Background: an optimization exercise with open tools, aiming at small area and a short achievable clock period. Do not read the settings as production practice.
In this exercise RTL edits were held to simulation tests only and were not proved equivalent to the original.

## muldiv_ctrl
module muldiv_ctrl
#(
  parameter int MULT_CYCLES = 5,
  parameter int DIV_CYCLES  = 10
) (
  input  logic        clk,
  input  logic        reset_n,
  input  logic        start,
  input  logic [2:0]  op,
  input  logic [31:0] a,
  input  logic [31:0] b,
  input  logic        IntReq,
  output logic        busy,
  output logic        md_stall,
  output logic [31:0] hi,
  output logic [31:0] lo
);
Settings: LEC_CHECK=0, ABC_AREA=1, CAP_MARGIN=40, CORE_MARGIN=2, CORE_UTILIZATION=40, CTS_CLUSTER_DIAMETER=150, CTS_CLUSTER_SIZE=40, SLEW_MARGIN=20; clock period 120.0 ns.
standard.sh (not shown) runs the stock make flow with config.mk's settings and CLKGATE_MAP_FILE= SYNTH_SCRIPT=/design/flow/synth_recipe.tcl, a recipe that flattens the netlist after the stock synthesis.
==> flow/flow/run.sh <==
#!/bin/bash
set -euo pipefail
cp standard.sh standard.sh.txt
export BUFFER_PORTS_ARGS="-buffer_cell sky130_fd_sc_hd__buf_1"
export SETUP_SLACK_MARGIN=72
export SETUP_MOVE_SEQUENCE="unbuffer,sizeup,swap,clone"
bash standard.sh > standard.log 2>&1
The starting point finished clean.
Then changed:
- CAP_MARGIN: 40 -> 20
- CTS_CLUSTER_DIAMETER: 150 -> not set
- CTS_CLUSTER_SIZE: 40 -> not set
=> The changed run completed with no timing, DRC or antenna violations. Final cell count is about the same. Die area does not change. Synthesized area is unchanged. Utilization decreases by 0.16 points. First-iteration DRC count decreases by a few percent. Clock-buffer cell count increases by 1. Critical path depth does not change.
Then changed:
- CAP_MARGIN: 20 -> 40
- CTS_BUF_LIST: not set -> sky130_fd_sc_hd__clkbuf_8
- CTS_CLUSTER_DIAMETER: not set -> 60
- CTS_CLUSTER_SIZE: not set -> 8
The changed run finished with timing, DRC and antenna clean.
Synthesized cell count does not change.
Clock skew rose by 0.013 ns.
Non-clock buffer count rose by 5.
Global-route usage fell by 0.23 points.
Final area fell by 0.67%.
Wire length stays flat.
Hold slack is better by 0.0061 ns.
Then changed:
- CTS_BUF_LIST: sky130_fd_sc_hd__clkbuf_8 -> not set
- CTS_CLUSTER_DIAMETER: 60 -> not set
- CTS_CLUSTER_SIZE: 8 -> not set
Synthesized area does not change.
Cell area climbs by 1.0%.
Global-route usage stays flat.
Worst setup slack stays flat.
Synthesized cell count is unchanged.
Clock skew drops by 0.011 ns.
Critical path depth does not change.

* * *

Starting RTL as in the previous note.
Design muldiv_ctrl, start of the top module:
module muldiv_ctrl
#(
  parameter int MULT_CYCLES = 5,
  parameter int DIV_CYCLES  = 10
) (
  input  logic        clk,
  input  logic        reset_n,
  input  logic        start,
  input  logic [2:0]  op,
  input  logic [31:0] a,
  input  logic [31:0] b,
  input  logic        IntReq,
  output logic        busy,
  output logic        md_stall,
  output logic [31:0] hi,
  output logic [31:0] lo
);
==> flow/config.mk <==
export PLATFORM = sky130hd
export DESIGN_NAME = muldiv_ctrl
export DESIGN_NICKNAME = muldiv_ctrl
export VERILOG_FILES = /design/flow/design.v
export SDC_FILE = /design/flow/constraint.sdc
export NUM_CORES = 4
export LEC_CHECK = 0
export ABC_AREA = 1
export CAP_MARGIN = 40
export CORE_MARGIN = 2
export CORE_UTILIZATION = 40
export CTS_BUF_LIST = sky130_fd_sc_hd__clkbuf_8 sky130_fd_sc_hd__clkbuf_16
export SLEW_MARGIN = 20
==> flow/constraint.sdc <==
create_clock -name core_clock -period 120.0 [get_ports {clk}]
set_input_delay 24.0000 -clock core_clock [delete_from_list [all_inputs] [get_ports {clk}]]
set_output_delay 24.0000 -clock core_clock [all_outputs]
set_load 0.01 [all_outputs]
Scripts as last shown in full above: flow/flow/run.sh
Edit:
--- a/flow/config.mk
+++ b/flow/config.mk
@@ -7,7 +7,6 @@
 export LEC_CHECK = 0
 export ABC_AREA = 1
-export CAP_MARGIN = 40
+export CAP_MARGIN = 10
 export CORE_MARGIN = 2
 export CORE_UTILIZATION = 40
-export CTS_BUF_LIST = sky130_fd_sc_hd__clkbuf_8 sky130_fd_sc_hd__clkbuf_16
-export SLEW_MARGIN = 20
+export SLEW_MARGIN = 10
Global-route usage grows by 0.15 points.
Critical path depth does not change.
Worst setup slack hardly moves.
Worst hold slack hardly moves.
Design area decreases by about 0.36%.
Wire length hardly moves.
Clock skew is about the same.
Synthesized cell count does not change.

* * *

Setup of job 117:
muldiv_ctrl, a different RTL version from the one above (not shown whole).
Size: roughly 2200 cells after synthesis, ~170 flip-flops, about 140 I/O pins, about 18000 um2 of cells after synthesis.
Design muldiv_ctrl, start of the top module:
module muldiv_ctrl
#(
  parameter int MULT_CYCLES = 5,
  parameter int DIV_CYCLES  = 10
) (
  input  logic        clk,
  input  logic        reset_n,
  input  logic        start,
  input  logic [2:0]  op,
  input  logic [31:0] a,
  input  logic [31:0] b,
  input  logic        IntReq,
  output logic        busy,
  output logic        md_stall,
  output logic [31:0] hi,
  output logic [31:0] lo
);
Settings: LEC_CHECK=0, ABC_AREA=1, CAP_MARGIN=40, CORE_MARGIN=2, CORE_UTILIZATION=40, SLEW_MARGIN=20; clock period 120.0 ns.
==> flow/flow/run.sh <==
#!/bin/bash
set -euo pipefail
cp standard.sh standard.sh.txt
export BUFFER_PORTS_ARGS="-buffer_cell sky130_fd_sc_hd__buf_1"
bash standard.sh > standard.log 2>&1
[inputs] job 3744 vs job 117
- an added CTS_BUF_LIST of sky130_fd_sc_hd__clkbuf_8
### Flow results
Cmp job 117 and job 3744 / post-synthesis to final-layout area growth / higher: job 117. Worst stage delay on the critical path delta (job 3744 -> job 117): insignificant. Design area came out lower on job 3744 than on job 117. Cmp job 3744 vs job 117: final worst hold slack higher in job 3744. Changes observed in job 3744 relative to job 117: core occupancy in the finished layout fell 0.44 points; final critical-path setup slack dropped 8.6 ps.
Input-level comparison between job 917 and job 3744:
- CTS_BUF_LIST no longer set, was sky130_fd_sc_hd__clkbuf_8
--- a/flow/flow/run.sh
+++ b/flow/flow/run.sh
@@ -3,3 +3,4 @@
 cp standard.sh standard.sh.txt
 export BUFFER_PORTS_ARGS="-buffer_cell sky130_fd_sc_hd__buf_1"
+export SETUP_SLACK_MARGIN=72
 bash standard.sh > standard.log 2>&1
==> comparison <==
Wire length of the first global-routing pass, job 3744 and job 917: larger value in job 917. Against job 3744, wire length in job 917 rose by a few percent. The higher setup slack came out of job 917. Job 3744 → job 917: highest achievable clock rate went up 1.4%; clock-pin transition on the worst setup and hold timing paths shrank by 20 ps; worst hold slack roughly the same; cell area after layout shows an increase of 4.4%.

* * *

muldiv_ctrl, a different RTL version from the one above (not shown whole).
Size in the first run: ~2100 cells after synthesis, about 170 flip-flops, ~140 I/O pins, roughly 0.017 mm2 of cells after synthesis.
Settings: LEC_CHECK=0, ABC_AREA=1, CAP_MARGIN=40, CORE_MARGIN=2, CORE_UTILIZATION=60, PLACE_DENSITY=0.72, SLEW_MARGIN=20; clock period 120.0 ns.
==> flow/flow/run.sh <==
#!/bin/bash
set -euo pipefail
cp standard.sh standard.sh.txt
export BUFFER_PORTS_ARGS="-buffer_cell sky130_fd_sc_hd__buf_1"
export SETUP_SLACK_MARGIN=72
export SETUP_MOVE_SEQUENCE="unbuffer,sizeup,swap,clone"
bash standard.sh > standard.log 2>&1
The first run passed the timing, DRC and antenna checks.
==> next run, changes <==
CORE_UTILIZATION = 40   (was 60)
PLACE_DENSITY = unset   (was 0.72)
Outcome:
- clock skew came out higher by 0.015 ns
- maximum frequency barely changes
- worst setup slack gets better by 0.016 ns
- routed wire length came out higher by 4.6%
- die area came out higher by about 50%
- sequential share of layout area came out lower by 0.14 points
- non-clock buffer count came out higher by 1
==> next run, changes <==
==> flow/flow/run.sh (replaced) <==
#!/bin/bash
set -euo pipefail
cp standard.sh standard.sh.txt
export BUFFER_PORTS_ARGS="-buffer_cell sky130_fd_sc_hd__buf_1"
bash standard.sh > standard.log 2>&1
CTS_BUF_LIST = sky130_fd_sc_hd__clkbuf_8   (was unset)
What happened: Die area does not change; design area drops by 0.94%; count of clock-buffer cells in the layout drops by 1.

[static timing again, ports no longer ideal]
The results above use ideal ports. As a check the final layouts listed here were re-extracted and re-timed, cells and wires unchanged.
Step 1 (the two cells are an assumption about what drives the block):
set clk [get_ports {clk}]
set_driving_cell -lib_cell sky130_fd_sc_hd__clkbuf_16 $clk
set_driving_cell -lib_cell sky130_fd_sc_hd__buf_2 [delete_from_list [all_inputs] $clk]
Step 2 also shifts input and output timing later by t, the mid clock arrival at the registers, as if the neighbouring blocks saw the same clock.
Slacks: ideal ports / drivers / drivers and shift; pairs: ideal ports / drivers.
run | t (ns) | setup slack, ns | worst hold slack (ns) | worst setup path at the end | worst slew at a driven data input, ns
the first run of note 1 | 0.524 | 71.358 / 71.304 / 71.304 | 0.479 / 0.479 / 0.479 | input to output | 0.06
the second run of note 1 | 0.530 | 71.357 / 71.301 / 71.301 | 0.480 / 0.480 / 0.480 | input to output | 0.07
the third run of note 1 | 0.581 | 71.358 / 71.304 / 71.304 | 0.486 / 0.486 / 0.486 | input to output | 0.06
the fourth run of note 1 | 0.524 | 71.358 / 71.304 / 71.304 | 0.479 / 0.479 / 0.479 | input to output | 0.06
the first run of note 2 | 0.524 | 71.358 / 71.305 / 71.305 | 0.479 / 0.479 / 0.479 | input to output | 0.06
the second run of note 2 | 0.530 | 71.357 / 71.301 / 71.301 | 0.480 / 0.480 / 0.480 | input to output | 0.07
job 117 | 0.519 | 70.511 / 70.490 / 70.490 | 0.484 / 0.484 / 0.484 | input to output | 0.06
job 3744 | 0.585 | 70.503 / 70.481 / 70.481 | 0.491 / 0.491 / 0.491 | input to output | 0.07
job 917 | 0.531 | 71.184 / 71.108 / 71.108 | 0.488 / 0.488 / 0.488 | input to output | 0.08
the first run of note 4 | 0.506 | 71.307 / 71.248 / 71.248 | 0.481 / 0.481 / 0.481 | input to output | 0.07
the second run of note 4 | 0.526 | 71.323 / 71.272 / 71.272 | 0.482 / 0.482 / 0.482 | input to output | 0.07
the third run of note 4 | 0.600 | 71.029 / 71.005 / 71.005 | 0.487 / 0.487 / 0.487 | input to output | 0.07
After both steps setup and hold are still met in every run listed. The setup slack of job 917, which loses most, moves by -0.076 ns with the drivers and by -0.076 ns with both steps.
